From an optimization exercise on the open Yosys and OpenROAD flow, aimed at small area; shortcuts taken in it are not production practice. RTL that was checked went through simulation tests only; none was proved equivalent to the original. Function not checked in run 4: the RTL went through the layout flow alone.

`flow/config.mk`:
```
export PLATFORM = sky130hd
export DESIGN_NAME = heater_standby_mode_controller_top
export DESIGN_NICKNAME = heater_standby_mode_controller_top
export VERILOG_FILES = /design/flow/design.v
export SDC_FILE = /design/flow/constraint.sdc
export NUM_CORES = 4
export LEC_CHECK = 0
export ABC_AREA = 1
export CAP_MARGIN = 20
export CORE_MARGIN = 2
export CORE_UTILIZATION = 55
export CTS_BUF_LIST = sky130_fd_sc_hd__clkbuf_4
export SLEW_MARGIN = 20
```
`flow/constraint.sdc`:
```
create_clock -name core_clock -period 12.0 [get_ports {clk}]
set_input_delay 2.4000 -clock core_clock [delete_from_list [all_inputs] [get_ports {clk}]]
set_output_delay 2.4000 -clock core_clock [all_outputs]
set_load 0.01 [all_outputs]
```
`flow/design.v`:
```
`default_nettype none
package hsmc_pkg;
    localparam int TIME_W  = 32;
    localparam int DEG_W   = 9;
    localparam int STEP_W  = 6;
    localparam int HOLD_W  = 16;
    localparam int COUNT_W = 23;
    localparam int CFG_W   = 32;
    localparam int ADDR_W  = 3;
    localparam logic [TIME_W-1:0] GATE_MS    = 32'd100;
    localparam logic [DEG_W-1:0]  START_DEG  = 9'd320;
    localparam logic [TIME_W-1:0] MS_PER_SEC = 32'd1000;
    localparam logic [TIME_W-1:0] RST_STANDBY_TIME = 32'd60000;
    localparam logic [TIME_W-1:0] RST_OFF_TIME     = 32'd600000;
    localparam logic [DEG_W-1:0]  RST_STANDBY_TEMP = 9'd150;
    localparam logic [DEG_W-1:0]  RST_MIN_TEMP     = 9'd100;
    localparam logic [DEG_W-1:0]  RST_MAX_TEMP     = 9'd450;
    localparam logic [STEP_W-1:0] RST_TEMP_STEP    = 6'd10;
    localparam logic [HOLD_W-1:0] RST_LONG_PRESS   = 16'd1000;
    localparam logic [HOLD_W-1:0] RST_MOTION_HOLD  = 16'd3000;
    typedef struct packed {
        logic [TIME_W-1:0] standby_time_ms;
        logic [TIME_W-1:0] off_time_ms;
        logic [DEG_W-1:0]  standby_temp;
        logic [DEG_W-1:0]  min_temp;
        logic [DEG_W-1:0]  max_temp;
        logic [STEP_W-1:0] temp_step;
        logic [HOLD_W-1:0] long_press_ms;
        logic [HOLD_W-1:0] motion_hold_ms;
    } cfg_t;
    function automatic logic [3:0] div5_step(input logic [2:0] r, input logic b);
        case ({r, b})
            4'd0:    div5_step = {1'b0, 3'd0};
            4'd1:    div5_step = {1'b0, 3'd1};
            4'd2:    div5_step = {1'b0, 3'd2};
            4'd3:    div5_step = {1'b0, 3'd3};
            4'd4:    div5_step = {1'b0, 3'd4};
            4'd5:    div5_step = {1'b1, 3'd0};
            4'd6:    div5_step = {1'b1, 3'd1};
            4'd7:    div5_step = {1'b1, 3'd2};
            4'd8:    div5_step = {1'b1, 3'd3};
            4'd9:    div5_step = {1'b1, 3'd4};
            default: div5_step = 4'bxxxx;
        endcase
    endfunction
    function automatic logic [TIME_W-4:0] div5(input logic [TIME_W-4:0] v);
        logic [2:0]        r;
        logic [3:0]        s;
        logic [TIME_W-4:0] q;
        r = '0;
        for (int i = TIME_W - 4; i >= 0; i = i - 1)
        begin
            s    = div5_step(r, v[i]);
            q[i] = s[3];
            r    = s[2:0];
        end
        div5 = q;
    endfunction
    function automatic logic [COUNT_W-1:0] ms_to_s(input logic [TIME_W-4:0] x);
        logic [TIME_W-4:0] q;
        q       = div5(div5(div5(x)));
        ms_to_s = q[COUNT_W-1:0];
    endfunction
endpackage
`default_nettype wire
`default_nettype none
module hsmc_core (
    input  wire logic                        clk,
    input  wire logic                        rst_n,
    input  wire hsmc_pkg::cfg_t              cfg,
    input  wire logic                        step,
    input  wire logic [hsmc_pkg::TIME_W-1:0] now_ms,
    input  wire logic                        set_level,
    input  wire logic                        set_pressed,
    input  wire logic                        minus_pressed,
    input  wire logic                        plus_pressed,
    input  wire logic                        motion_event,
    input  wire logic [hsmc_pkg::TIME_W-1:0] motion_time_ms,
    output logic                             has_result,
    output logic                             heat,
    output logic                             standby,
    output logic [hsmc_pkg::DEG_W-1:0]       commanded,
    output logic [hsmc_pkg::DEG_W-1:0]       selected,
    output logic [hsmc_pkg::TIME_W-4:0]      remain
);
    localparam int TW = hsmc_pkg::TIME_W;
    localparam int DW = hsmc_pkg::DEG_W;
    logic [TW-1:0] last_update, idle, press_start, motion_at;
    logic          long_press, motion_active;
    logic [TW-1:0] elapsed;
    logic          not_before;
    logic          gated;
    logic [TW-1:0] idle_sum;
    logic          idle_ovf;
    logic [TW-1:0] d_standby_s, d_off_s;
    logic          d_standby_c, d_off_c;
    logic          standby_ahead, off_ahead;
    logic          idle_inc;
    logic [TW+1:0] r_standby, r_off;
    logic          r_standby_c, r_off_c;
    logic          pos_standby, pos_off, short_standby, short_off;
    logic          act_pos_standby, act_pos_off, act_short_standby, act_short_off;
    logic          br_standby, br_off;
    logic [TW-1:0] press_ms, motion_ms;
    logic          press_long, motion_long;
    logic          press_held;
    logic          long_press_next;
    logic          motion_active_ev, motion_active_next;
    logic [TW-1:0] motion_at_next;
    logic          active;
    logic [DW:0]   minus_val, plus_sum;
    logic          minus_ok, minus_above, above_max;
    logic [DW-1:0] sel_minus, sel_next;
    logic          heat_act, standby_act;
    logic          drop_standby, drop_off;
    logic [TW-1:0] remain_ms;
    logic          heat_next, standby_next;
    logic [DW-1:0] commanded_next;
    logic [TW-1:0] idle_store;
    logic          unused;
    hsmc_add #(TW) u_elapsed (.a(now_ms), .b(~last_update), .ci(1'b1),
                              .s(elapsed), .co(not_before));
    assign gated = (elapsed[TW-1:7] == '0) && (elapsed[6:0] < 7'd100);
    hsmc_add #(TW) u_idle_sum (.a(idle), .b(elapsed), .ci(1'b0),
                               .s(idle_sum), .co(idle_ovf));
    hsmc_add #(TW) u_d_standby (.a(cfg.standby_time_ms), .b(~idle), .ci(1'b1),
                                .s(d_standby_s), .co(d_standby_c));
    hsmc_add #(TW) u_d_off (.a(cfg.off_time_ms), .b(~idle), .ci(1'b1),
                            .s(d_off_s), .co(d_off_c));
    assign standby_ahead = d_standby_c && (d_standby_s != '0);
    assign off_ahead     = d_off_c && (d_off_s != '0);
    assign idle_inc      = (heat && standby_ahead) || (standby && off_ahead);
    hsmc_add #(TW+2) u_r_standby (.a({{2{!d_standby_c}}, d_standby_s}), .b(~{2'b00, elapsed}),
                                  .ci(1'b1), .s(r_standby), .co(r_standby_c));
    hsmc_add #(TW+2) u_r_off (.a({{2{!d_off_c}}, d_off_s}), .b(~{2'b00, elapsed}),
                              .ci(1'b1), .s(r_off), .co(r_off_c));
    assign pos_standby   = idle_inc && !r_standby[TW+1] &&
                           !(d_standby_c && (d_standby_s == elapsed));
    assign pos_off       = idle_inc && !r_off[TW+1] &&
                           !(d_off_c && (d_off_s == elapsed));
    assign short_standby = (r_standby[TW+1:10] == '0) && (r_standby[9:0] < 10'd1000);
    assign short_off     = (r_off[TW+1:10] == '0) && (r_off[9:0] < 10'd1000);
    assign act_pos_standby   = (cfg.standby_time_ms != '0);
    assign act_pos_off       = (cfg.off_time_ms != '0);
    assign act_short_standby = (cfg.standby_time_ms[TW-1:10] == '0) &&
                               (cfg.standby_time_ms[9:0] < 10'd1000);
    assign act_short_off     = (cfg.off_time_ms[TW-1:10] == '0) &&
                               (cfg.off_time_ms[9:0] < 10'd1000);
    hsmc_add #(TW) u_press (.a(now_ms), .b(~press_start), .ci(1'b1), .s(press_ms), .co(unused));
    hsmc_add #(hsmc_pkg::HOLD_W) u_press_cmp (.a(cfg.long_press_ms), .b(~press_ms[hsmc_pkg::HOLD_W-1:0]),
                                              .ci(1'b1), .s(), .co(press_long));
    hsmc_add #(TW) u_motion (.a(now_ms), .b(~motion_at_next), .ci(1'b1), .s(motion_ms), .co());
    hsmc_add #(hsmc_pkg::HOLD_W) u_motion_cmp (.a(cfg.motion_hold_ms), .b(~motion_ms[hsmc_pkg::HOLD_W-1:0]),
                                               .ci(1'b1), .s(), .co(motion_long));
    hsmc_add #(DW+1) u_minus (.a({1'b0, selected}), .b(~((DW+1)'(cfg.temp_step))), .ci(1'b1),
                              .s(minus_val), .co(minus_ok));
    hsmc_add #(DW) u_floor_cmp (.a(minus_val[DW-1:0]), .b(~cfg.min_temp), .ci(1'b1),
                                .s(), .co(minus_above));
    hsmc_add #(DW+1) u_plus (.a({1'b0, sel_minus}), .b((DW+1)'(cfg.temp_step)), .ci(1'b0),
                             .s(plus_sum), .co());
    hsmc_add #(DW+1) u_max_cmp (.a({1'b0, cfg.max_temp}), .b(~plus_sum), .ci(1'b1),
                                .s(), .co(above_max));
    always_comb
    begin
        motion_active_ev = motion_active || motion_event;
        motion_at_next   = motion_event ? motion_time_ms : motion_at;
        press_held      = (press_start != '0);
        long_press_next = set_level && press_held &&
                          (long_press || (press_ms[TW-1:hsmc_pkg::HOLD_W] != '0) || !press_long);
        sel_minus = !minus_pressed ? selected :
                    (minus_ok && minus_above) ? minus_val[DW-1:0] : cfg.min_temp;
        sel_next  = !plus_pressed ? sel_minus : !above_max ? cfg.max_temp : plus_sum[DW-1:0];
        active         = set_pressed || minus_pressed || plus_pressed || motion_active_ev;
        heat_act       = active || (heat && !long_press_next);
        standby_act    = standby && !long_press_next;
        motion_active_next = motion_active_ev &&
                             !((motion_ms[TW-1:hsmc_pkg::HOLD_W] != '0) || !motion_long);
        br_standby   = heat_act && (active ? act_pos_standby : pos_standby);
        br_off       = !br_standby && standby_act && (active ? act_pos_off : pos_off);
        remain_ms    = br_standby ? (active ? cfg.standby_time_ms : r_standby[TW-1:0]) :
                       br_off     ? (active ? cfg.off_time_ms : r_off[TW-1:0]) : '0;
        drop_standby = br_standby && (active ? act_short_standby : short_standby);
        drop_off     = br_off && (active ? act_short_off : short_off);
        heat_next       = heat_act && !drop_standby && !drop_off;
        standby_next    = drop_standby || (standby_act && !drop_off);
        commanded_next  = drop_standby ? cfg.standby_temp : active ? sel_next : commanded;
        idle_store      = (active || drop_standby || drop_off) ? '0 :
                          !idle_inc ? idle : idle_ovf ? '1 : idle_sum;
    end
    assign has_result = !gated;
    always_ff @(posedge clk or negedge rst_n)
    begin
        if (!rst_n)
        begin
            motion_active <= 1'b0;
            motion_at     <= '0;
        end
        else if (step)
        begin
            motion_active <= gated ? motion_active_ev : motion_active_next;
            motion_at     <= motion_at_next;
        end
    end
    always_ff @(posedge clk or negedge rst_n)
    begin
        if (!rst_n)
        begin
            last_update <= '0;
            idle        <= '0;
            press_start <= '0;
            long_press  <= 1'b0;
            heat        <= 1'b0;
            standby     <= 1'b1;
            selected    <= hsmc_pkg::START_DEG;
            commanded   <= hsmc_pkg::RST_STANDBY_TEMP;
        end
        else if (step && !gated)
        begin
            last_update <= now_ms;
            idle        <= idle_store;
            press_start <= !set_level ? '0 : press_held ? press_start : now_ms;
            long_press  <= long_press_next;
            heat        <= heat_next;
            standby     <= standby_next;
            selected    <= sel_next;
            commanded   <= commanded_next;
        end
    end
    always_ff @(posedge clk)
    begin
        if (step)
            remain <= remain_ms[TW-1:3];
    end
endmodule
`default_nettype wire
module hsmc_add #(
    parameter int W = 32
) (
    input  wire logic [W-1:0] a,
    input  wire logic [W-1:0] b,
    input  wire logic         ci,
    output logic [W-1:0]      s,
    output logic              co
);
    always_comb
    begin
        logic [W-1:0] p, g, gp, gg;
        p  = a ^ b;
        g  = a & b;
        gp = p;
        gg = g;
        gg[0] = g[0] | (p[0] & ci);
        for (int l = 1; l < W; l = l * 2)
            for (int i = 2 * l - 1; i < W; i = i + 2 * l)
            begin
                gg[i] = gg[i] | (gp[i] & gg[i-l]);
                gp[i] = gp[i] & gp[i-l];
            end
        for (int l = 32; l >= 1; l = l / 2)
            for (int i = 3 * l - 1; i < W; i = i + 2 * l)
            begin
                gg[i] = gg[i] | (gp[i] & gg[i-l]);
                gp[i] = gp[i] & gp[i-l];
            end
        s  = p ^ {gg[W-2:0], ci};
        co = gg[W-1];
    end
endmodule
`default_nettype none
module heater_standby_mode_controller_top (
    input  wire logic                         clk,
    input  wire logic                         rst_n,
    input  wire logic                         cfg_we,
    input  wire logic [hsmc_pkg::ADDR_W-1:0]  cfg_addr,
    input  wire logic [hsmc_pkg::CFG_W-1:0]   cfg_wdata,
    input  wire logic                         pass_valid,
    output      logic                         pass_ready,
    input  wire logic [hsmc_pkg::TIME_W-1:0]  pass_now_ms,
    input  wire logic                         pass_set_level,
    input  wire logic                         pass_set_pressed,
    input  wire logic                         pass_minus_pressed,
    input  wire logic                         pass_plus_pressed,
    input  wire logic                         pass_motion_event,
    input  wire logic [hsmc_pkg::TIME_W-1:0]  pass_motion_time_ms,
    output      logic                         result_valid,
    input  wire logic                         result_ready,
    output      logic                         result_heat_on,
    output      logic                         result_standby,
    output      logic                         result_drive_mode,
    output      logic [hsmc_pkg::DEG_W-1:0]   result_target_temp,
    output      logic [hsmc_pkg::DEG_W-1:0]   result_selected_temp,
    output      logic [hsmc_pkg::COUNT_W-1:0] result_countdown_s
);
    hsmc_pkg::cfg_t cfg_reg;
    logic            valid_reg;
    logic            step;
    logic            has_result;
    logic [hsmc_pkg::TIME_W-4:0] remain;
    always_ff @(posedge clk or negedge rst_n)
    begin
        if (!rst_n)
        begin
            cfg_reg.standby_time_ms <= hsmc_pkg::RST_STANDBY_TIME;
            cfg_reg.off_time_ms     <= hsmc_pkg::RST_OFF_TIME;
            cfg_reg.standby_temp    <= hsmc_pkg::RST_STANDBY_TEMP;
            cfg_reg.min_temp        <= hsmc_pkg::RST_MIN_TEMP;
            cfg_reg.max_temp        <= hsmc_pkg::RST_MAX_TEMP;
            cfg_reg.temp_step       <= hsmc_pkg::RST_TEMP_STEP;
            cfg_reg.long_press_ms   <= hsmc_pkg::RST_LONG_PRESS;
            cfg_reg.motion_hold_ms  <= hsmc_pkg::RST_MOTION_HOLD;
        end
        else if (cfg_we)
        begin
            case (cfg_addr)
                3'd0: cfg_reg.standby_time_ms <= cfg_wdata;
                3'd1: cfg_reg.off_time_ms     <= cfg_wdata;
                3'd2: cfg_reg.standby_temp    <= cfg_wdata[hsmc_pkg::DEG_W-1:0];
                3'd3: cfg_reg.min_temp        <= cfg_wdata[hsmc_pkg::DEG_W-1:0];
                3'd4: cfg_reg.max_temp        <= cfg_wdata[hsmc_pkg::DEG_W-1:0];
                3'd5: cfg_reg.temp_step       <= cfg_wdata[hsmc_pkg::STEP_W-1:0];
                3'd6: cfg_reg.long_press_ms   <= cfg_wdata[hsmc_pkg::HOLD_W-1:0];
                default: cfg_reg.motion_hold_ms <= cfg_wdata[hsmc_pkg::HOLD_W-1:0];
            endcase
        end
    end
    assign pass_ready = !valid_reg || result_ready;
    assign step       = pass_valid && pass_ready;
    hsmc_core u_core (
        .clk            (clk),
        .rst_n          (rst_n),
        .cfg            (cfg_reg),
        .step           (step),
        .now_ms         (pass_now_ms),
        .set_level      (pass_set_level),
        .set_pressed    (pass_set_pressed),
        .minus_pressed  (pass_minus_pressed),
        .plus_pressed   (pass_plus_pressed),
        .motion_event   (pass_motion_event),
        .motion_time_ms (pass_motion_time_ms),
        .has_result     (has_result),
        .heat           (result_heat_on),
        .standby        (result_standby),
        .commanded      (result_target_temp),
        .selected       (result_selected_temp),
        .remain         (remain)
    );
    always_ff @(posedge clk or negedge rst_n)
    begin
        if (!rst_n)
            valid_reg <= 1'b0;
        else if (pass_ready)
            valid_reg <= step && has_result;
    end
    assign result_drive_mode  = result_heat_on || result_standby;
    assign result_valid       = valid_reg;
    assign result_countdown_s = hsmc_pkg::ms_to_s(remain);
endmodule
`default_nettype wire
```
`flow/run.sh`:
```
#!/bin/bash
# synth_recipe.tcl (not shown) runs the flow's synth.tcl, then flattens the netlist and writes it again
# the make line also repeats each setting of config.mk as NAME=value (left out here)
make -C /OpenROAD-flow-scripts/flow DESIGN_CONFIG=/design/flow/config.mk WORK_HOME=/design/flow/orfs CLKGATE_MAP_FILE= SYNTH_SCRIPT=/design/flow/synth_recipe.tcl finish
```
==> results.txt, run 1 <==
outcome no timing/DRC/antenna violations; Max FO, Critical Path 7; die height 239 microns; GPL Wtd Cong 1.02; routed vias 27900; flip-flop count of the largest register after layout 129; Clk Latency, worst-skew pair 0.87 ns; flop and latch count out of synthesis 309; final hold vios 0; initial DRC count 1576; Setup crit start u_core.remain[28]$_DFFE_PP_; CTS tree done; Post-synth EDFFs 29; CP endpoint result_countdown_s[0]; CP max stage delay 0.48 ns; clk_skew 0.0570 ns; final core occ 0.636; WHS 0.490 ns; CP endpoint kind primary output; sequential cell area fraction in the yosys report 0.261; Die Span X 239 microns; clock sinks 309; Max Cap Viol 0; share of layout cells above drive strength 1 0.155; initial core utilization 0.555; IO Count 155; Syn Nets 4618; reg2reg setup slack 3.11 ns; Setup TNS 0 ns; Reg2Reg Depth 43; number of global-route vias before repair 26300; Clock Root Buffer clkbuf_4; Hold Path Depth 2; total grt overflow 0; HP Class reg2reg; r2r endpoint u_core.idle[15]$_DFFE_PN0P_; Synth area leaders dfrtp_1 19%, ha_1 12%, nand2_1 11%, fa_1 8.5%, inv_1 6.5%; CP dominant cell by count nand2_1; CTS buffer count 86; hold_buf cts 0; Vias/cell 5.50; Avg Inst Size Synth 7.47 sq um; post-synth cell types 67; Core ar. 54900 sq um; DRC 0; Antenna Nets Post-Route 0; synth cell count leaders 897 x nand2_1, 526 x inv_1, 316 x o21ai_0, 304 x ha_1, 285 x nor2_1; Post-Syn Area 30400 sq um; nets 4841; initial antenna violation count 2; Max Slew Vio Count 0; CP max stage cell edfxtp_1; pre-CTS setup slack 0.428 ns; Final setup viols 0; clock slew at reported path FFs 0.06 ns; CP Data Required Time 9.60 ns; Least-Margin Pin Slew 1.06 ns; Rel. slew slack 0.295; IO buf count 154; Top FF cell, synth dfrtp_1; Worst Setup Slack, final 0.749 ns; area grow syn2layout 14.7%; post-route clock period utilization 0.938; Critical Path Start Type register; WL/cell 17.2 microns; H-tree depth 3; clk buf depth 3; Crit path arrival time 8.85 ns; final wirelength 87200 microns; FF-to-FF Start u_core.idle[0]$_DFFE_PN0P_; Filler cells 5043; die area 57200 sq um; Synthesis Warnings 7; DP HPWL 69300 microns; global-route wire length before repair 138000 microns; f_max 88.9 MHz; critical path class reg2out; most common cell in the netlist nand2_1; RSZ-0062 raised after global routing yes; largest net degree at the start of global routing 97; post-synth top area share 0.191; Final Critical Period 11.25 ns; Synth Instances 4075; largest area contributor in the netlist dfrtp_1; # rows 86; Post-synth ARST share 0.906; drt pass-1 iters 6; Global Route Usage Sum 0.306
-- what timing repair did --
action | 4_1_cts | 5_1_grt
setup buffers | 0 | 23
gates resized for setup | 0 | 182
endpoints found under the setup margin | 0 | 6
-- placed cells by master, fill, tap and decap left out, drive strengths merged, types with 48 or more instances in the layout --
cell | synthesis | layout
nand2 | 987 | 987
inv | 607 | 611
o21ai | 354 | 354
nor2 | 321 | 321
ha | 304 | 304
a21oi | 234 | 234
dfrtp | 232 | 232
nand3 | 205 | 205
clkdlybuf4s50 | 0 | 149
clkbuf | 78 | 134
fa | 130 | 130
nand4 | 76 | 76
buf | 7 | 68
o22ai | 62 | 62
xnor2 | 60 | 60
dfstp | 48 | 48
-- routing by layer --
metal / vias up / GRT usage / part of all wire
met2: 611 / 0.511 / 0.47
met3: 178 / 0.0413 / 0.047
met4: 0 / 0.155 / 0.048
met5: - / 0 / 0
li1: 14100 / - / -
met1: 13100 / 0.389 / 0.43
-- through the flow --
| stage | instance area, sq um | instances |
|---|---|---|
| floorplan | 30400 | 4075 |
| global placement | 32900 | 4891 |
| detailed placement | 32900 | 4891 |
| CTS | 34100 | 5051 |
| global route | 34900 | 5075 |
| finish | 34900 | 5075 |
-- cells by family (layout without fill, tap and decap cells) --
kind of cell             Yosys count  in the layout  share of synthesized area
AO/OA/AOI/OAI                    809            809                      0.155
XOR/XNOR                         106            106                     0.0305
adder cells (fa/ha/maj)          434            434                      0.210
buffers and inverters            700            995                     0.0864
flip-flops                       309            309                      0.261
multiplexers                      30             30                    0.00986
other                              0              1                          0
AND/OR/NAND/NOR                 1687           1687                      0.247
-- cell type report --
cell class / instances / area [sq um] / share of cell area
clock buffers: 133 / 998 / 0.0286
flip-flops and latches: 309 / 7940 / 0.227
well taps: 704 / 881 / 0.0252
inverters: 615 / 2320 / 0.0663
clock inverters: 27 / 191 / 0.00548
multi-input cells: 3066 / 20500 / 0.589
repair buffers: 220 / 2040 / 0.0584
diodes: 1 / 2.50 / 0.0000717
-- worst max-delay path, delay by kind of cell, from the launching register on --
kind,cells,cell delay (ns)
simple gates,64,5.82
compound gates,4,0.71
buf+inv,11,0.98
flops,1,0.48
-- worst min-delay path by stage --
stage                                              to                              start
floorplan                     cfg_reg[16]$_DFFE_PN0P_            cfg_reg[16]$_DFFE_PN0P_
global placement              cfg_reg[54]$_DFFE_PN0P_            cfg_reg[54]$_DFFE_PN0P_
detailed placement  u_core.last_update[0]$_DFFE_PN0P_  u_core.last_update[0]$_DFFE_PN0P_
CTS                           cfg_reg[54]$_DFFE_PN0P_            cfg_reg[54]$_DFFE_PN0P_
global route                  cfg_reg[61]$_DFFE_PN0P_            cfg_reg[61]$_DFFE_PN0P_
finish                        cfg_reg[54]$_DFFE_PN0P_            cfg_reg[54]$_DFFE_PN0P_
==> run 2: changes to the inputs <==
--- a/flow/design.v
+++ b/flow/design.v
@@ -28,31 +28,20 @@
         logic [HOLD_W-1:0] long_press_ms;
         logic [HOLD_W-1:0] motion_hold_ms;
     } cfg_t;
-    function automatic logic [3:0] div5_step(input logic [2:0] r, input logic b);
-        case ({r, b})
-            4'd0:    div5_step = {1'b0, 3'd0};
-            4'd1:    div5_step = {1'b0, 3'd1};
-            4'd2:    div5_step = {1'b0, 3'd2};
-            4'd3:    div5_step = {1'b0, 3'd3};
-            4'd4:    div5_step = {1'b0, 3'd4};
-            4'd5:    div5_step = {1'b1, 3'd0};
-            4'd6:    div5_step = {1'b1, 3'd1};
-            4'd7:    div5_step = {1'b1, 3'd2};
-            4'd8:    div5_step = {1'b1, 3'd3};
-            4'd9:    div5_step = {1'b1, 3'd4};
-            default: div5_step = 4'bxxxx;
-        endcase
-    endfunction
     function automatic logic [TIME_W-4:0] div5(input logic [TIME_W-4:0] v);
-        logic [2:0]        r;
-        logic [3:0]        s;
+        logic [2:0]        r, n;
+        logic              b, qb;
         logic [TIME_W-4:0] q;
         r = '0;
         for (int i = TIME_W - 4; i >= 0; i = i - 1)
         begin
-            s    = div5_step(r, v[i]);
-            q[i] = s[3];
-            r    = s[2:0];
+            b    = v[i];
+            qb   = r[2] | (r[1] & (r[0] | b));
+            n[0] = b ^ qb;
+            n[1] = qb ? (r[2] ? !b : (r[0] & b)) : r[0];
+            n[2] = qb ? (r[2] & b) : r[1];
+            q[i] = qb;
+            r    = n;
         end
         div5 = q;
     endfunction
@@ -134,10 +123,8 @@
                                   .ci(1'b1), .s(r_standby), .co(r_standby_c));
     hsmc_add #(TW+2) u_r_off (.a({{2{!d_off_c}}, d_off_s}), .b(~{2'b00, elapsed}),
                               .ci(1'b1), .s(r_off), .co(r_off_c));
-    assign pos_standby   = idle_inc && !r_standby[TW+1] &&
-                           !(d_standby_c && (d_standby_s == elapsed));
-    assign pos_off       = idle_inc && !r_off[TW+1] &&
-                           !(d_off_c && (d_off_s == elapsed));
+    assign pos_standby   = idle_inc && !r_standby[TW+1] && (r_standby != '0);
+    assign pos_off       = idle_inc && !r_off[TW+1] && (r_off != '0);
     assign short_standby = (r_standby[TW+1:10] == '0) && (r_standby[9:0] < 10'd1000);
     assign short_off     = (r_off[TW+1:10] == '0) && (r_off[9:0] < 10'd1000);
     assign act_pos_standby   = (cfg.standby_time_ms != '0);
@@ -293,6 +280,13 @@
 );
     hsmc_pkg::cfg_t cfg_reg;
     logic            valid_reg;
+    logic            out_free;
+    logic            out_valid_reg;
+    logic            heat, standby;
+    logic [hsmc_pkg::DEG_W-1:0]   commanded, selected;
+    logic            out_heat_reg, out_standby_reg;
+    logic [hsmc_pkg::DEG_W-1:0]   out_commanded_reg, out_selected_reg;
+    logic [hsmc_pkg::COUNT_W-1:0] out_count_reg;
     logic            step;
     logic            has_result;
     logic [hsmc_pkg::TIME_W-4:0] remain;
@@ -323,7 +317,8 @@
             endcase
         end
     end
-    assign pass_ready = !valid_reg || result_ready;
+    assign out_free   = !out_valid_reg || result_ready;
+    assign pass_ready = !valid_reg || out_free;
     assign step       = pass_valid && pass_ready;
     hsmc_core u_core (
         .clk            (clk),
@@ -338,21 +333,44 @@
         .motion_event   (pass_motion_event),
         .motion_time_ms (pass_motion_time_ms),
         .has_result     (has_result),
-        .heat           (result_heat_on),
-        .standby        (result_standby),
-        .commanded      (result_target_temp),
-        .selected       (result_selected_temp),
+        .heat           (heat),
+        .standby        (standby),
+        .commanded      (commanded),
+        .selected       (selected),
         .remain         (remain)
     );
     always_ff @(posedge clk or negedge rst_n)
     begin
         if (!rst_n)
-            valid_reg <= 1'b0;
-        else if (pass_ready)
-            valid_reg <= step && has_result;
+        begin
+            valid_reg     <= 1'b0;
+            out_valid_reg <= 1'b0;
+        end
+        else
+        begin
+            if (pass_ready)
+                valid_reg <= step && has_result;
+            if (out_free)
+                out_valid_reg <= valid_reg;
+        end
+    end
+    always_ff @(posedge clk)
+    begin
+        if (out_free && valid_reg)
+        begin
+            out_heat_reg      <= heat;
+            out_standby_reg   <= standby;
+            out_commanded_reg <= commanded;
+            out_selected_reg  <= selected;
+            out_count_reg     <= hsmc_pkg::ms_to_s(remain);
+        end
     end
-    assign result_drive_mode  = result_heat_on || result_standby;
-    assign result_valid       = valid_reg;
-    assign result_countdown_s = hsmc_pkg::ms_to_s(remain);
+    assign result_valid         = out_valid_reg;
+    assign result_heat_on       = out_heat_reg;
+    assign result_standby       = out_standby_reg;
+    assign result_drive_mode    = out_heat_reg || out_standby_reg;
+    assign result_target_temp   = out_commanded_reg;
+    assign result_selected_temp = out_selected_reg;
+    assign result_countdown_s   = out_count_reg;
 endmodule
 `default_nettype wire
--- a/flow/config.mk
+++ b/flow/config.mk
@@ -9,5 +9,4 @@
 export CAP_MARGIN = 20
 export CORE_MARGIN = 2
 export CORE_UTILIZATION = 55
-export CTS_BUF_LIST = sky130_fd_sc_hd__clkbuf_4
 export SLEW_MARGIN = 20
==> results.txt, run 2 <==
outcome no timing/DRC/antenna violations; Core ar. 54900 sq um (unchanged); final wirelength 91100 microns (+4.6%); initial antenna violation count 2 (unchanged); largest area contributor in the netlist dfrtp_1; die area 57200 sq um (about the same); commonest non-fill, non-tap cell in the layout nand2_1; DRC 0 (unchanged); CP Data Required Time 12.35 ns (+2.75 ns); hold endpoint out_commanded_reg[5]$_DFFE_PP_; Max Cap Viol 0 (unchanged); CTS tree done; Hold Path Depth 0 (-2); hold_buf cts 0 (unchanged); CP dominant cell by count nand2_1; Top FF cell, synth dfrtp_1; number of global-route vias before repair 26500 (+0.58%); CTS buffer count 42 (-51%); Crit path arrival time 11.44 ns (+2.59 ns); critical path class reg2reg; clock sinks 353 (+14%); GPL Wtd Cong 1.01 (-1.7%); pre-CTS setup slack 0.274 ns (-0.155 ns); drt pass-1 iters 7 (+1); CP max stage cell edfxtp_1; Max FO, Critical Path 5 (-2); GR peak layer met2; IO buf count 154 (unchanged); hold_sp u_core.commanded[5]$_DFFE_PN0P_; DP HPWL 72800 microns (+5.1%); met1 usage 0.428 (+0.0392); H-tree depth 2 (-1); n_diodes 0 (-1); nets 4488 (-7.3%); WHS 0.451 ns (-0.0390 ns); most common cell in the netlist nand2_1; RSZ-0062 raised after global routing yes; Least-Margin Pin Slew 1.01 ns (-0.0502 ns); synth cell count leaders 933 x nand2_1, 446 x inv_1, 318 x o21ai_0, 302 x ha_1, 233 x dfrtp_1; IO Count 155 (unchanged); Syn Nets 4323 (-6.4%); clock slew at reported path FFs 0.06 ns (about the same); post-synth cell types 58 (-13%); f_max 90.1 MHz (+1.4%); global-route wire length before repair 142000 microns (+3.3%); Synth area leaders dfrtp_1 19%, ha_1 12%, nand2_1 12%, fa_1 8.8%, edfxtp_1 7.1%; Clock Root Buffer clkbuf_16; Die Span X 239 microns (about the same); HP Class reg2reg; flop and latch count out of synthesis 353 (+14%); r2r endpoint out_count_reg[0]$_DFFE_PP_; initial DRC count 2045 (+30%); routed vias 27400 (-1.7%); clk buf depth 3 (unchanged); share of layout cells above drive strength 1 0.111 (-0.0445); Avg Inst Size Synth 8.05 sq um (+7.8%); Final Critical Period 11.10 ns (-0.155 ns); Synth Instances 3778 (-7.3%); die height 239 microns (about the same); FF-to-FF Start u_core.remain[28]$_DFFE_PP_; final hold vios 0 (unchanged); Clk Latency, worst-skew pair 0.60 ns (-0.27 ns); Post-Syn Area 30400 sq um (about the same); most frequent cells in the layout 905 x nand2_1, 445 x inv_1, 316 x o21ai_0; largest net degree at the start of global routing 187 (+93%); post-route clock period utilization 0.925 (-0.0129); crit-path leading delay family simple AND/OR/NAND/NOR gates; area grow syn2layout 13.7%; WL/cell 19.5 microns (+13%); Antenna Nets Post-Route 0 (unchanged); sequential cell area fraction in the yosys report 0.304 (+0.0435); cell total after placement 4595 (-6.1%); Final setup viols 0 (unchanged); reg2reg setup slack 0.90 ns (-2.21 ns); Global Route Usage Sum 0.319 (+0.0128); post-synth top area share 0.192 (+0.000988); Vias/cell 5.86 (+6.6%); Finished Layout Cells 4681 (-7.8%); flip-flop count of the largest register after layout 129 (unchanged); Post-synth EDFFs 72 (+150%); Filler cells 4770 (-5.4%); Reg2Reg Depth 101 (+130%); # rows 86 (unchanged); Critical Path Start Type register; total grt overflow 0 (unchanged); GR met3 Demand/Resource 0.0388 (-0.00246); Post-synth ARST share 0.796 (-0.110); Rel. slew slack 0.320 (+0.0249); grt met2 use 0.537 (+0.0263); Synthesis Warnings 7 (unchanged); CP max stage delay 0.45 ns (-0.03 ns); Max Slew Vio Count 0 (unchanged); initial core utilization 0.554 (about the same); CP endpoint kind register; clk_skew 0.0274 ns (-0.0296 ns); CP bufs+invs 9 (-2); Worst Setup Slack, final 0.904 ns (+0.155 ns)
-- run 2: changes by cell type after synthesis, moves of 15 or more --
cell	delta
o21ai_1	-16
a21oi_2	+15
inv_2	-26
a21boi_2	+32
nand4_1	-45
nand2_1	+36
nand2_2	-17
nand3_1	+24
a21oi_1	-42
nor2_2	-25
edfxtp_1	+43
nor2_1	-170
inv_1	-80
-- run 2: per-stage QoR --
step / util / cell area [sq um] / setup TNS [ns]
after floorplan: - / 30400 / 0
after CTS: 0.625 / 34300 / 0
final: 0.630 / 34600 / 0
after detailed placement: 0.599 / 32900 / 0
after global placement: 0.599 / 32900 / 0
after global routing: 0.630 / 34600 / -0.386
-- run 2: logic make-up after synthesis --
kind of cell	synth area share
DFF	0.304
muxes	0.0132
xor gates and xnor gates	0.0305
buffers and inverters	0.0721
AOI/OAI and AO/OA	0.159
adders and majority gates	0.212
and+or+nand+nor	0.209
-- run 2: worst reg2reg max path, delay by kind of cell, from the launching register on --
family          cells  cell delay [ns]
buf+inv             9             0.72
simple gates       85             8.21
compound gates      7             1.51
flops               1             0.45
-- run 2: worst max-delay path by stage --
stage | startpoint | to | slack, ns | cells after the start
2_1_floorplan | pass_now_ms[0] | u_core.idle[31]$_DFFE_PN0P_ | 2.02 | 53
3_3_place_gp | pass_now_ms[0] | u_core.idle[21]$_DFFE_PN0P_ | 0.53 | 54
3_5_place_dp | pass_now_ms[0] | u_core.idle[23]$_DFFE_PN0P_ | 0.27 | 54
4_1_cts | pass_now_ms[0] | u_core.idle[29]$_DFFE_PN0P_ | 0.88 | 54
5_1_grt | u_core.remain[28]$_DFFE_PP_ | out_count_reg[0]$_DFFE_PP_ | -0.21 | 106
6_report | u_core.remain[28]$_DFFE_PP_ | out_count_reg[0]$_DFFE_PP_ | 0.90 | 101
-- run 2: what timing repair did --
| action | 4_1_cts | 5_1_grt |
|---|---|---|
| gates resized for setup | 0 | 58 |
| buffers inserted | 0 | 7 |
| setup endpoints to repair | 0 | 17 |
-- run 2: routing by layer --
metal	up-vias	wire length [microns]
li1	13100	-
met1	13300	39400
met2	892	43500
met3	181	5280
met4	2	2940
met5	-	9
-- run 2: area by class of cell --
type | instances | area (sq um) | area share
Clock buffer | 55 | 1160 | 0.0335
Clock inverter | 23 | 219 | 0.00633
Inverter | 502 | 1880 | 0.0545
Multi-Input combinational cell | 2841 | 19200 | 0.556
Sequential cell | 353 | 9250 | 0.267
Tap cell | 704 | 881 | 0.0255
Timing Repair Buffer | 203 | 1950 | 0.0565
==> run 3: changes to the inputs <==
--- a/flow/design.v
+++ b/flow/design.v
@@ -123,8 +123,10 @@
                                   .ci(1'b1), .s(r_standby), .co(r_standby_c));
     hsmc_add #(TW+2) u_r_off (.a({{2{!d_off_c}}, d_off_s}), .b(~{2'b00, elapsed}),
                               .ci(1'b1), .s(r_off), .co(r_off_c));
-    assign pos_standby   = idle_inc && !r_standby[TW+1] && (r_standby != '0);
-    assign pos_off       = idle_inc && !r_off[TW+1] && (r_off != '0);
+    assign pos_standby   = idle_inc && !r_standby[TW+1] &&
+                           !(d_standby_c && (d_standby_s == elapsed));
+    assign pos_off       = idle_inc && !r_off[TW+1] &&
+                           !(d_off_c && (d_off_s == elapsed));
     assign short_standby = (r_standby[TW+1:10] == '0) && (r_standby[9:0] < 10'd1000);
     assign short_off     = (r_off[TW+1:10] == '0) && (r_off[9:0] < 10'd1000);
     assign act_pos_standby   = (cfg.standby_time_ms != '0);
==> results.txt, run 3 <==
CP endpoint kind register; CP bufs+invs 9 (unchanged); Crit path arrival time 11.41 ns (-0.03 ns); post-route clock period utilization 0.907 (-0.0173); flip-flop count of the largest register after layout 129 (unchanged); final wirelength 91600 microns (+0.55%); Final setup viols 0 (unchanged); DRC 0 (unchanged); H-tree depth 2 (unchanged); Top FF cell, synth dfrtp_1; Clock Root Buffer clkbuf_16; largest area contributor in the netlist dfrtp_1; clk buf depth 3 (unchanged); post-synth cell types 58 (unchanged); total grt overflow 0 (unchanged); Reg2Reg Depth 103 (+2.0%); Vias/cell 5.78 (-1.4%); Worst Setup Slack, final 1.11 ns (+0.208 ns); Multi-input gate area 19600 sq um (+1.6%); n_diodes 0 (unchanged); clock slew at reported path FFs 0.06 ns (about the same); CP max stage delay 0.49 ns (+0.04 ns); post-synth top area share 0.189 (-0.00271); CP Depth 49 (-51%); final hold vios 0 (unchanged); GPL Wtd Cong 1.09 (+8.0%); share of layout cells above drive strength 1 0.106 (-0.00426); largest net degree at the start of global routing 119 (-36%); pre-CTS setup slack 0.675 ns (+0.401 ns); most common cell in the netlist nand2_1; CP Data Required Time 12.52 ns (+0.17 ns); IO Count 155 (unchanged); CTS buffer count 45 (+7.1%); CTS tree done; Die Span X 241 microns (+0.70%); Post-synth EDFFs 72 (unchanged); area grow syn2layout 13.7% (about the same); Synth Instances 3872 (+2.5%); outcome no timing/DRC/antenna violations; Setup TNS 0 ns (unchanged); commonest non-fill, non-tap cell in the layout nand2_1; Placed Instance Area 33300 sq um (+1.2%); register area 9250 sq um (unchanged); initial DRC count 2258 (+10%); die height 241 microns (+0.70%); Core ar. 55300 sq um (+0.78%); Post-Syn Area 30800 sq um (+1.4%); Least-Margin Pin Slew 1.01 ns (+0.00256 ns); initial core utilization 0.558 (+0.00356); drt pass-1 iters 8 (+1); sequential cell area fraction in the yosys report 0.300 (-0.00429); reg2reg setup slack 1.25 ns (+0.35 ns); CP max stage cell clkdlybuf4s50_1; f_max 91.8 MHz (+1.9%); hold_buf cts 0 (unchanged); Filler cells 4776 (+0.13%); critical path class in2reg; global-route wire length before repair 144000 microns (+1.5%); Max FO, Critical Path 62 (+57); Antenna Nets Post-Route 0 (unchanged); Syn Nets 4415 (+2.1%); crit-path leading delay family compound AO/OA/AOI/OAI gates; number of global-route vias before repair 27100 (+2.4%); IO buf count 154 (unchanged); Critical Path Start Type input pin; most frequent cells in the layout 952 x nand2_1, 462 x inv_1, 319 x o21ai_0; design area 35100 sq um (+1.4%); initial antenna violation count 0 (-2); flop and latch count out of synthesis 353 (unchanged); WL/cell 19.1 microns (-2.1%); Avg Inst Size Synth 7.97 sq um (-1.0%); nets 4567 (+1.8%); Hold Path Depth 0 (unchanged); CP dominant cell by count a21oi_1; Clk Latency, worst-skew pair 0.61 ns (about the same); DP HPWL 73500 microns (+0.94%); HP Class reg2reg; synth cell count leaders 961 x nand2_1, 463 x inv_1, 319 x o21ai_0, 304 x ha_1, 233 x dfrtp_1; Max Slew Vio Count 0 (unchanged); # rows 86 (unchanged); Global Route Usage Sum 0.320 (+0.00160); Synth area leaders dfrtp_1 19%, ha_1 12%, nand2_1 12%, fa_1 8.4%, edfxtp_1 7.0%; Post-synth ARST share 0.796 (unchanged); Final Critical Period 10.89 ns (-0.208 ns); Rel. slew slack 0.325 (+0.00519); clock sinks 353 (unchanged); Max Cap Viol 0 (unchanged); clk_skew 0.0382 ns (+0.0108 ns); Synthesis Warnings 7 (unchanged); routed vias 27800 (+1.3%); die area 58000 sq um (+1.4%)
-- run 3: logic make-up after synthesis --
family                     after synthesis  share of synthesized area
xor gates and xnor gates               108                     0.0307
buffers and inverters                  603                     0.0736
muxes                                   23                    0.00746
and+or+nand+nor                       1536                      0.218
adders and majority gates              434                      0.208
DFF                                    353                      0.300
AOI/OAI and AO/OA                      815                      0.163
-- run 3: cell type report --
| cell class | instances | share of cell area |
|---|---|---|
| flip-flops and latches | 353 | 0.264 |
| multi-input cells | 2916 | 0.558 |
| clock buffers | 66 | 0.0391 |
| well taps | 748 | 0.0267 |
| clock inverters | 18 | 0.00571 |
| inverters | 520 | 0.0559 |
| repair buffers | 188 | 0.0512 |
-- run 3: repair_timing --
item | in CTS | in global routing
gates resized for setup | 0 | 31
buffers inserted | 0 | 3
setup endpoints to repair | 0 | 1
-- run 3: worst register-to-register path, delay by kind of cell (launching register included) --
| kind | cells | cell delay [ns] |
|---|---|---|
| buf+inv | 8 | 0.59 |
| compound gates | 4 | 0.93 |
| simple gates | 91 | 8.62 |
| flops | 1 | 0.41 |
-- run 3: final timing paths --
check | startpoint | end
setup / recovery | pass_now_ms[0] | u_core.idle[7]$_DFFE_PN0P_
hold / removal | u_core.commanded[8]$_DFFE_PN0P_ | out_commanded_reg[8]$_DFFE_PP_
setup reg to reg | u_core.remain[28]$_DFFE_PP_ | out_count_reg[1]$_DFFE_PP_
hold reg to reg | u_core.commanded[8]$_DFFE_PN0P_ | out_commanded_reg[8]$_DFFE_PP_
max in group asynchronous | rst_n | cfg_reg[127]$_DFFE_PN0P_
min in group asynchronous | rst_n | cfg_reg[6]$_DFFE_PN0P_
-- run 3: routing by layer --
metal | global-route usage | wire length (microns) | share of wire
met5 | 0 | 0 | 0
met4 | 0.115 | 3580 | 0.039
met3 | 0.0424 | 5640 | 0.062
met2 | 0.533 | 42500 | 0.46
met1 | 0.429 | 39900 | 0.44
-- run 3: stage by stage --
stage	utilization	hold WS [ns]	cells
after detailed placement	0.602	0.434	4722
after floorplan	-	0.426	3872
final	0.634	0.456	4809
after global placement	0.602	0.439	4722
after CTS	0.630	0.451	4806
after global routing	0.634	0.456	4809
==> run 4: changes to the inputs <==
--- a/flow/design.v
+++ b/flow/design.v
@@ -37,9 +37,9 @@
         begin
             b    = v[i];
             qb   = r[2] | (r[1] & (r[0] | b));
-            n[0] = b ^ qb;
-            n[1] = qb ? (r[2] ? !b : (r[0] & b)) : r[0];
-            n[2] = qb ? (r[2] & b) : r[1];
+            n[0] = r[2] | (b ^ r[1]);
+            n[1] = r[0] & ((!b & !r[1]) | (b & !r[2]));
+            n[2] = (!b & !r[0] & r[1]) | (b & r[2]);
             q[i] = qb;
             r    = n;
         end
==> results.txt, run 4 <==
Vias/cell 5.55 (-3.9%); Setup TNS 0 ns (unchanged); GR met3 Demand/Resource 0.0302 (-0.0122); Avg Inst Size Synth 7.91 sq um (-0.74%); Clk Latency, worst-skew pair 0.59 ns (-0.02 ns); die height 241 microns (+0.11%); simple logic cell fraction of the synthesized area 0.228 (+0.00957); area grow syn2layout 12.9%; largest area contributor in the netlist dfrtp_1; Least-Margin Pin Slew 1.04 ns (+0.0250 ns); post-synth top area share 0.189 (-0.000436); Post-Synth Adder-Cell Area 0.208 (+0.000735); CTS buffer count 43 (-4.4%); Core ar. 55300 sq um (unchanged); CP dominant cell by count inv_1; grt met2 use 0.471 (-0.0618); CP max stage cell fa_1; CTS tree done; CP max stage delay 0.66 ns (+0.17 ns); Final setup viols 0 (unchanged); main combinational cell family by area after synthesis simple AND/OR/NAND/NOR gates; Reg2Reg Depth 42 (-59%); HP Class reg2reg; H-tree depth 2 (unchanged); Rel. slew slack 0.301 (-0.0238); die area 58100 sq um (+0.22%); Syn Nets 4456 (+0.93%); largest net degree at the start of global routing 110 (-7.6%); Worst Setup Slack, final 1.01 ns (-0.0999 ns); commonest non-fill, non-tap cell in the layout nand2_1; Post-Syn Area 30900 sq um (+0.23%); IO buf count 154 (unchanged); Antenna Nets Post-Route 0 (unchanged); Setup crit start pass_now_ms[0]; share of layout cells above drive strength 1 0.0860 (-0.0204); flop and latch count out of synthesis 353 (unchanged); post-synthesis mux area share 0.0117 (+0.00419); most common cell in the netlist nand2_1; Post-synth ARST share 0.796 (unchanged); clk buf depth 3 (unchanged); Max Slew Vio Count 0 (unchanged); met1 usage 0.419 (-0.0105); total grt overflow 0 (unchanged); CP endpoint kind register; GPL Wtd Cong 0.998 (-8.2%); initial DRC count 1904 (-16%); cts repair resizes 0 (unchanged); Final Critical Period 10.99 ns (+0.0999 ns); DP HPWL 66300 microns (-9.8%); Hold Path Depth 0 (unchanged); pre-CTS setup slack 0.454 ns (-0.221 ns); Global Route Usage Sum 0.293 (-0.0276); IO Count 155 (unchanged); clock slew at reported path FFs 0.06 ns (about the same); final wirelength 83600 microns (-8.8%); CP Data Required Time 12.44 ns (-0.08 ns); global-route wire length before repair 134000 microns (-7.3%); outcome no timing/DRC/antenna violations; WL/cell 17.2 microns (-9.5%); final hold vios 0 (unchanged); RSZ-0062 raised after global routing no; hold_buf cts 0 (unchanged); Post-Synth XOR/XNOR Area 0.0303 (-0.000354); number of global-route vias before repair 25100 (-7.2%); Synth area leaders dfrtp_1 19%, ha_1 12%, nand2_1 9.5%, fa_1 8.4%, edfxtp_1 7.0%; flip-flop count of the largest register after layout 129 (unchanged); Clock Root Buffer clkbuf_16; design area 34900 sq um (-0.44%); critical path class in2reg; most frequent cells in the layout 779 x nand2_1, 557 x inv_1, 340 x o21ai_0; setup bufs post-CTS 0 (unchanged); post-synth cell types 64 (+10%); Max Cap Viol 0 (unchanged); post-synthesis compound-gate area fraction 0.142 (-0.0208); Synth Instances 3910 (+0.98%); f_max 91.0 MHz (-0.91%); sequential cell area fraction in the yosys report 0.299 (-0.000692); routed vias 26900 (-3.2%); Die Span X 241 microns (+0.11%); synth cell count leaders 782 x nand2_1, 558 x inv_1, 340 x o21ai_0, 307 x ha_1, 262 x nor2_1; Crit path arrival time 11.43 ns (+0.02 ns); Synthesis Warnings 7 (unchanged); Max FO, Critical Path 18 (-71%); Post-synth EDFFs 72 (unchanged); drt pass-1 iters 5 (-3); FF-to-FF Start u_core.idle[0]$_DFFE_PN0P_; # rows 86 (unchanged); Top FF cell, synth dfrtp_1; initial antenna violation count 0 (unchanged); Placed Instance Area 33400 sq um (+0.38%); post-route clock period utilization 0.916 (+0.00832); clk_skew 0.0254 ns (-0.0128 ns); initial core utilization 0.559 (+0.00129); GR peak layer met2; nets 4608 (+0.90%); Critical Path Start Type input pin; clock sinks 353 (unchanged); DRC 0 (unchanged); hold_sp u_core.commanded[5]$_DFFE_PN0P_
run 4: metrics by stage:
| step | utilization | cells | hold WS [ns] |
|---|---|---|---|
| detailed placement | 0.604 | 4765 | 0.443 |
| CTS | 0.631 | 4843 | 0.458 |
| finish | 0.631 | 4844 | 0.457 |
| global placement | 0.604 | 4765 | 0.441 |
| global route | 0.631 | 4843 | 0.473 |
| floorplan | - | 3910 | 0.426 |
run 4: layer usage:
layer | routed length [microns] | up-vias
met1 | 39300 | 12600
met4 | 2360 | 0
li1 | - | 13500
met2 | 37500 | 659
met5 | 0 | -
met3 | 4400 | 124
run 4: path summary, 6_finish.rpt:
check                      slack, ns                               end
setup / recovery                1.01       u_core.idle[15]$_DFFE_PN0P_
hold / removal                  0.46    out_commanded_reg[5]$_DFFE_PP_
setup reg to reg                2.59       u_core.idle[15]$_DFFE_PN0P_
hold reg to reg                 0.46    out_commanded_reg[5]$_DFFE_PP_
max in group asynchronous       8.10           u_core.heat$_DFFE_PN0P_
min in group asynchronous       1.85  u_core.motion_at[23]$_DFFE_PN0P_
run 4: final cells by class:
class / count / area (sq um)
multi-input combinational: 2890 / 19200
antenna: 1 / 2.50
fill: 4997 / 20400
timing repair buffer: 191 / 1830
tap: 748 / 936
inverter: 583 / 2190
sequential: 353 / 9250
clock buffer: 62 / 1290
clock inverter: 16 / 213
run 4: logic make-up after synthesis:
logic type	Yosys count
compound gates	766
xor+xnor	107
fa+ha+maj	437
buf+inv	667
simple gates	1544
mux	36
flops	353
run 4: critical path: cells and delay by family:
kind	cells	cell delay, ns
AND/OR/NAND/NOR	15	1.71
buffers and inverters	10	1.73
AO/OA/AOI/OAI	17	3.27
XOR/XNOR	1	0.32
adder cells (fa/ha/maj)	5	1.97
==> run 5: changes to the inputs <==
--- a/flow/design.v
+++ b/flow/design.v
@@ -37,9 +37,9 @@
         begin
             b    = v[i];
             qb   = r[2] | (r[1] & (r[0] | b));
-            n[0] = r[2] | (b ^ r[1]);
-            n[1] = r[0] & ((!b & !r[1]) | (b & !r[2]));
-            n[2] = (!b & !r[0] & r[1]) | (b & r[2]);
+            n[0] = b ^ qb;
+            n[1] = qb ? (r[2] ? !b : (r[0] & b)) : r[0];
+            n[2] = qb ? (r[2] & b) : r[1];
             q[i] = qb;
             r    = n;
         end
==> flow/flow/run.sh (new file) <==
#!/bin/bash
# The standard layout, with the port buffers made of the smallest buffer cell.
set -euo pipefail
export BUFFER_PORTS_ARGS="-buffer_cell sky130_fd_sc_hd__buf_1"
bash standard.sh > standard_flow.log 2>&1
==> flow/standard.sh (new file) <==
#!/bin/bash
# synth_recipe.tcl (not shown) runs the flow's synth.tcl, then flattens the netlist and writes it again
# the make line also repeats each setting of config.mk as NAME=value (left out here)
make -C /OpenROAD-flow-scripts/flow DESIGN_CONFIG=/design/flow/config.mk WORK_HOME=/design/flow/orfs CLKGATE_MAP_FILE= SYNTH_SCRIPT=/design/flow/synth_recipe.tcl "${@:-finish}"
removed: flow/run.sh
==> results.txt, run 5 <==
IO buf count 154 (unchanged); Post-Synth Adder-Cell Area 0.208 (-0.000735); Max Slew Vio Count 0 (unchanged); most common cell in the netlist nand2_1; HP Class reg2reg; post-synth cell types 58 (-9.4%); CP max stage delay 0.50 ns (-0.16 ns); Post-synth ARST share 0.796 (unchanged); Crit path arrival time 11.43 ns (about the same); Vias/cell 5.77 (+3.9%); Synthesis Warnings 7 (unchanged); design area 34100 sq um (-2.5%); CP endpoint kind register; Multi-input gate area 19500 sq um (+1.6%); die area 58000 sq um (-0.22%); Max FO, Critical Path 62 (+44); CTS buffer count 43 (unchanged); total grt overflow 0 (unchanged); Clock Root Buffer clkbuf_16; Final setup viols 0 (unchanged); Clk Latency, worst-skew pair 0.59 ns (about the same); nets 4567 (-0.89%); WL/cell 19.3 microns (+12%); commonest non-fill, non-tap cell in the layout nand2_1; CP bufs+invs 10 (unchanged); Top FF cell, synth dfrtp_1; post-route clock period utilization 0.912 (-0.00357); most frequent cells in the layout 955 x nand2_1, 462 x inv_1, 319 x o21ai_0; clk_skew 0.0306 ns (+0.00517 ns); Least-Margin Pin Slew 0.950 ns (-0.0851 ns); Critical Path Start Type input pin; Antenna Nets Post-Route 0 (unchanged); drt pass-1 iters 6 (+1); clock slew at reported path FFs 0.06 ns (about the same); die height 241 microns (-0.11%); Rel. slew slack 0.365 (+0.0640); post-synth top area share 0.189 (+0.000436); largest net degree at the start of global routing 84 (-24%); Post-Synth XOR/XNOR Area 0.0307 (+0.000354); clk buf depth 3 (unchanged); H-tree depth 2 (unchanged); CP dominant cell by count nand2_1; # rows 86 (unchanged); cell total after placement 4723 (-0.88%); initial antenna violation count 2 (+2); post-synthesis compound-gate area fraction 0.163 (+0.0208); Synth area leaders dfrtp_1 19%, ha_1 12%, nand2_1 12%, fa_1 8.4%, edfxtp_1 7.0%; Post-Syn Area 30800 sq um (-0.23%); Core ar. 55300 sq um (unchanged); number of global-route vias before repair 27100 (+7.9%); critical path class in2reg; CP max stage cell xnor2_1; synth cell count leaders 961 x nand2_1, 463 x inv_1, 319 x o21ai_0, 304 x ha_1, 233 x dfrtp_1; global-route wire length before repair 145000 microns (+8.2%); f_max 91.4 MHz (+0.39%); GPL Wtd Cong 0.987 (-1.1%); Synth Instances 3872 (-0.97%); CP Data Required Time 12.49 ns (+0.05 ns); share of layout cells above drive strength 1 0.107 (+0.0207); clock sinks 353 (unchanged); largest area contributor in the netlist dfrtp_1; Max Cap Viol 0 (unchanged); Setup TNS 0 ns (unchanged); outcome no timing/DRC/antenna violations; DP HPWL 74000 microns (+12%); sequential cell area fraction in the yosys report 0.300 (+0.000692); final wirelength 92600 microns (+11%); hold_buf cts 0 (unchanged); simple logic cell fraction of the synthesized area 0.218 (-0.00957); CTS tree done; final hold vios 0 (unchanged); area grow syn2layout 10.4%; flop and latch count out of synthesis 353 (unchanged); post-synthesis mux area share 0.00746 (-0.00419); Final Critical Period 10.94 ns (-0.0428 ns); initial DRC count 1994 (+4.7%); Avg Inst Size Synth 7.97 sq um (+0.75%); Global Route Usage Sum 0.322 (+0.0294); register area 9250 sq um (unchanged); Placed Instance Area 32300 sq um (-3.2%); flip-flop count of the largest register after layout 129 (unchanged); routed vias 27700 (+3.1%); main combinational cell family by area after synthesis simple AND/OR/NAND/NOR gates; initial core utilization 0.558 (-0.00129); DRC 0 (unchanged); Post-synth EDFFs 72 (unchanged); Filler cells 4887 (-2.2%); Finished Layout Cells 4809 (-0.72%); crit-path leading delay family compound AO/OA/AOI/OAI gates; IO Count 155 (unchanged); Die Span X 241 microns (-0.11%); Syn Nets 4415 (-0.92%)
## run 5: worst paths after layout
check | start | endpoint | slack (ns) | cells after the start
worst max-delay path | pass_now_ms[0] | u_core.idle[29]$_DFFE_PN0P_ | 1.06 | 52
worst min-delay path | u_core.commanded[6]$_DFFE_PN0P_ | out_commanded_reg[6]$_DFFE_PP_ | 0.45 | 0
worst max register to register | u_core.remain[28]$_DFFE_PP_ | out_count_reg[0]$_DFFE_PP_ | 1.11 | 106
worst min register to register | u_core.commanded[6]$_DFFE_PN0P_ | out_commanded_reg[6]$_DFFE_PP_ | 0.45 | 0
max in group asynchronous | rst_n | u_core.idle[28]$_DFFE_PN0P_ | 7.93 | 3
min in group asynchronous | rst_n | u_core.selected[4]$_DFFE_PN0P_ | 1.88 | 1
## run 5: cells by family (layout without fill, tap and decap cells)
kind of cell / after synthesis / after routing
simple gates: 1536 / 1536
compound gates: 815 / 815
other cells: 0 / 3
buf+inv: 603 / 789
flops: 353 / 353
xor+xnor: 108 / 108
fa+ha+maj: 434 / 434
mux: 23 / 23
## run 5: layout make-up
cell class	instances	share of cell area
inverter	520	0.0575
tap	748	0.0275
multi-input combinational	2916	0.573
clock buffer	60	0.0383
sequential	353	0.272
antenna	3	0.000220
clock inverter	19	0.00665
timing repair buffer	190	0.0251
## run 5: what timing repair did
item / CTS / global route
setup buffers: 0 / 4
resized for setup: 0 / 27
setup endpoints to repair: 0 / 2
## run 5: per-stage QoR
| step | hold slack (ns) | setup slack, ns | util |
|---|---|---|---|
| 2_1_floorplan | 0.426 | 2.01 | - |
| 3_3_place_gp | 0.450 | 0.796 | 0.584 |
| 3_5_place_dp | 0.437 | 0.531 | 0.584 |
| 4_1_cts | 0.455 | 1.12 | 0.612 |
| 5_1_grt | 0.461 | -0.0652 | 0.616 |
| 6_report | 0.454 | 1.06 | 0.616 |
## run 5: worst reg2reg max path: cells and delay by family, from the launching register on
kind | cells | cell delay, ns
and+or+nand+nor | 96 | 8.82
buffers and inverters | 6 | 0.48
DFF | 1 | 0.47
AOI/OAI and AO/OA | 4 | 0.81
## run 5: metal layers
layer / GRT usage / up-vias / routed length, microns
met5: 0 / - / 0
met4: 0.111 / 0 / 3160
met1: 0.438 / 13400 / 41000
met3: 0.0408 / 154 / 5410
li1: - / 13400 / -
met2: 0.533 / 831 / 43000
==> run 6: changes to the inputs <==
--- a/flow/config.mk
+++ b/flow/config.mk
@@ -9,4 +9,7 @@
 export CAP_MARGIN = 20
 export CORE_MARGIN = 2
 export CORE_UTILIZATION = 55
+export CTS_BUF_LIST = sky130_fd_sc_hd__clkbuf_16
+export CTS_CLUSTER_DIAMETER = 80
+export CTS_CLUSTER_SIZE = 20
 export SLEW_MARGIN = 20
==> results.txt, run 6 <==
Final Critical Period 10.99 ns (+0.0441 ns); post-synthesis mux area share 0.00746 (unchanged); Clock Root Buffer clkbuf_16; drt pass-1 iters 6 (unchanged); area grow syn2layout 8.27%; clk_skew 0.0274 ns (-0.00320 ns); die area 58000 sq um (unchanged); Max Slew Vio Count 0 (unchanged); flip-flop count of the largest register after layout 129 (unchanged); CP max stage cell xnor2_1; Hold Path Depth 0 (unchanged); Vias/cell 5.78 (+0.19%); FF-to-FF Start u_core.remain[28]$_DFFE_PP_; IO Count 155 (unchanged); CP Data Required Time 12.52 ns (+0.03 ns); final core occ 0.604 (-0.0118); Rel. slew slack 0.373 (+0.00803); critical path class in2reg; GPL Wtd Cong 0.987 (unchanged); Multi-input gate area 19400 sq um (-0.63%); post-synth cell types 58 (unchanged); initial antenna violation count 1 (-1); register area 9250 sq um (unchanged); synth cell count leaders 961 x nand2_1, 463 x inv_1, 319 x o21ai_0, 304 x ha_1, 233 x dfrtp_1; Clk Latency, worst-skew pair 0.61 ns (+0.02 ns); CTS buffer count 29 (-33%); final hold vios 0 (unchanged); Max FO, Critical Path 62 (unchanged); H-tree depth 1 (-1); Post-synth EDFFs 72 (unchanged); f_max 91.0 MHz (-0.40%); Syn Nets 4415 (unchanged); Global Route Usage Sum 0.318 (-0.00363); final wirelength 91900 microns (-0.77%); die height 241 microns (unchanged); simple logic cell fraction of the synthesized area 0.218 (unchanged); setup bufs post-CTS 0 (unchanged); pre-CTS setup slack 0.531 ns (unchanged); CP endpoint kind register; Top FF cell, synth dfrtp_1; largest net degree at the start of global routing 84 (unchanged); DP HPWL 74000 microns (unchanged); hold_sp u_core.commanded[6]$_DFFE_PN0P_; nets 4549 (-0.39%); Synth area leaders dfrtp_1 19%, ha_1 12%, nand2_1 12%, fa_1 8.4%, edfxtp_1 7.0%; outcome no timing/DRC/antenna violations; Post-Synth Adder-Cell Area 0.208 (unchanged); number of global-route vias before repair 26900 (-0.72%); Max Cap Viol 0 (unchanged); WL/cell 19.2 microns (-0.15%); Least-Margin Pin Slew 0.941 ns (-0.00975 ns); Avg Inst Size Synth 7.97 sq um (unchanged); Critical Path Start Type input pin; cell total after placement 4723 (unchanged); Final setup viols 0 (unchanged); clock sinks 353 (unchanged); Die Span X 241 microns (unchanged); HP Class reg2reg; post-synthesis compound-gate area fraction 0.163 (unchanged); clock slew at reported path FFs 0.08 ns (+0.02 ns); Filler cells 4981 (+1.9%); commonest non-fill, non-tap cell in the layout nand2_1; hold_buf cts 0 (unchanged); Synthesis Warnings 7 (unchanged); initial core utilization 0.558 (unchanged); Finished Layout Cells 4779 (-0.62%); Setup TNS 0 ns (unchanged); Antenna Nets Post-Route 0 (unchanged); Setup crit start pass_now_ms[0]; Post-Syn Area 30800 sq um (unchanged); Core ar. 55300 sq um (unchanged); post-route clock period utilization 0.916 (+0.00368); Post-Synth XOR/XNOR Area 0.0307 (unchanged); CP dominant cell by count nand2_1; most common cell in the netlist nand2_1; main combinational cell family by area after synthesis simple AND/OR/NAND/NOR gates; CP max stage delay 0.48 ns (-0.02 ns); # rows 86 (unchanged); CTS tree done; Reg2Reg Depth 101 (-4.7%); total grt overflow 0 (unchanged); Crit path arrival time 11.51 ns (+0.08 ns); sequential cell area fraction in the yosys report 0.300 (unchanged); post-synth top area share 0.189 (unchanged); Synth Instances 3872 (unchanged); share of layout cells above drive strength 1 0.0975 (-0.00916); Worst Setup Slack, final 1.01 ns (-0.0441 ns); routed vias 27600 (-0.44%); global-route wire length before repair 144000 microns (-0.61%); flop and latch count out of synthesis 353 (unchanged); cts repair resizes 0 (unchanged); clk buf depth 3 (unchanged); initial DRC count 1894 (-5.0%); DRC 0 (unchanged); largest area contributor in the netlist dfrtp_1; IO buf count 154 (unchanged); Post-synth ARST share 0.796 (unchanged); most frequent cells in the layout 959 x nand2_1, 468 x inv_1, 319 x o21ai_0
run 6: cell count changes in the layout (fill, tap and decap cells not counted), moves of 4 or more:
cell	previous run	this run
clkbuf_16	45	29
clkinv_2	5	0
nand3_2	25	21
nand2_2	83	79
nand3_1	199	203
clkbuf_8	12	0
a21oi_4	12	4
inv_1	462	468
a21oi_2	18	25
nand2_1	955	959
buf_4	36	32
run 6: layer usage:
metal / wire length, microns / up-vias / GRT usage
li1: - / 13300 / -
met1: 41000 / 13400 / 0.438
met2: 42500 / 789 / 0.525
met3: 5200 / 130 / 0.0364
met4: 3240 / 0 / 0.105
met5: 0 / - / 0
run 6: cell families after synthesis:
kind of cell,Yosys count
flops,353
xor+xnor,108
buf+inv,603
simple gates,1536
mux,23
fa+ha+maj,434
compound gates,815
run 6: cell type report:
type / count / area share
inverter: 520 / 0.0587
antenna: 2 / 0.000150
sequential: 353 / 0.277
clock inverter: 25 / 0.00922
tap: 748 / 0.0280
multi-input combinational: 2916 / 0.581
clock buffer: 29 / 0.0217
timing repair buffer: 186 / 0.0246
run 6: worst paths after layout:
path,end,slack (ns)
worst max-delay path,u_core.idle[13]$_DFFE_PN0P_,1.01
worst min-delay path,out_commanded_reg[6]$_DFFE_PP_,0.45
worst max register to register,out_count_reg[0]$_DFFE_PP_,1.30
worst min register to register,out_commanded_reg[6]$_DFFE_PP_,0.45
max in group asynchronous,u_core.heat$_DFFE_PN0P_,7.96
min in group asynchronous,u_core.selected[4]$_DFFE_PN0P_,1.83
run 6: stage by stage:
stage          instance area, sq um  hold slack, ns
2_1_floorplan                 30800           0.426
3_3_place_gp                  32300           0.450
3_5_place_dp                  32300           0.437
4_1_cts                       33400           0.458
5_1_grt                       33400           0.466
6_report                      33400           0.455
run 6: worst max-delay path: cells and delay by family:
family | cells | cell delay [ns]
AO/OA/AOI/OAI | 20 | 3.66
XOR/XNOR | 2 | 0.58
adder cells (fa/ha/maj) | 5 | 1.58
buffers and inverters | 10 | 1.18
AND/OR/NAND/NOR | 15 | 2.06

-- afterwards: timing with drivers on the ports --
No port has a modelled driver above. Below, the same layouts with a new extraction and two added sets of constraints.
Step 1: set_driving_cell puts a clkbuf_16 on clk and a buf_2 on each other input, an assumption about the parent block.
Step 2 moves the port delays by t, midway between the first and last clock arrival at a register: inputs arrive t later, outputs are due t later. That takes back most of the time a late clock gives input paths.
a / b / c = ideal / step 1 / step 2; a / b = the first two.
run | t (ns) | setup slack, ns | worst setup path after step 2 | pins driven straight from the clock port
run 1 | 0.889 | 0.749 / 0.699 / 0.412 | input to register | 1
run 2 | 0.651 | 0.904 / 0.904 / 0.311 | input to register | 1
run 3 | 0.653 | 1.112 / 1.146 / 0.493 | input to register | 1
run 4 | 0.641 | 1.012 / 1.048 / 0.407 | input to register | 1
run 5 | 0.639 | 1.055 / 1.084 / 0.445 | input to register | 1
run 6 | 0.663 | 1.011 / 1.044 / 0.382 | input to register | 1
After both steps setup and hold are still met in every run listed. For run 6, which loses most, drivers alone change the setup slack by +0.033 ns; drivers and shift together by -0.629 ns.
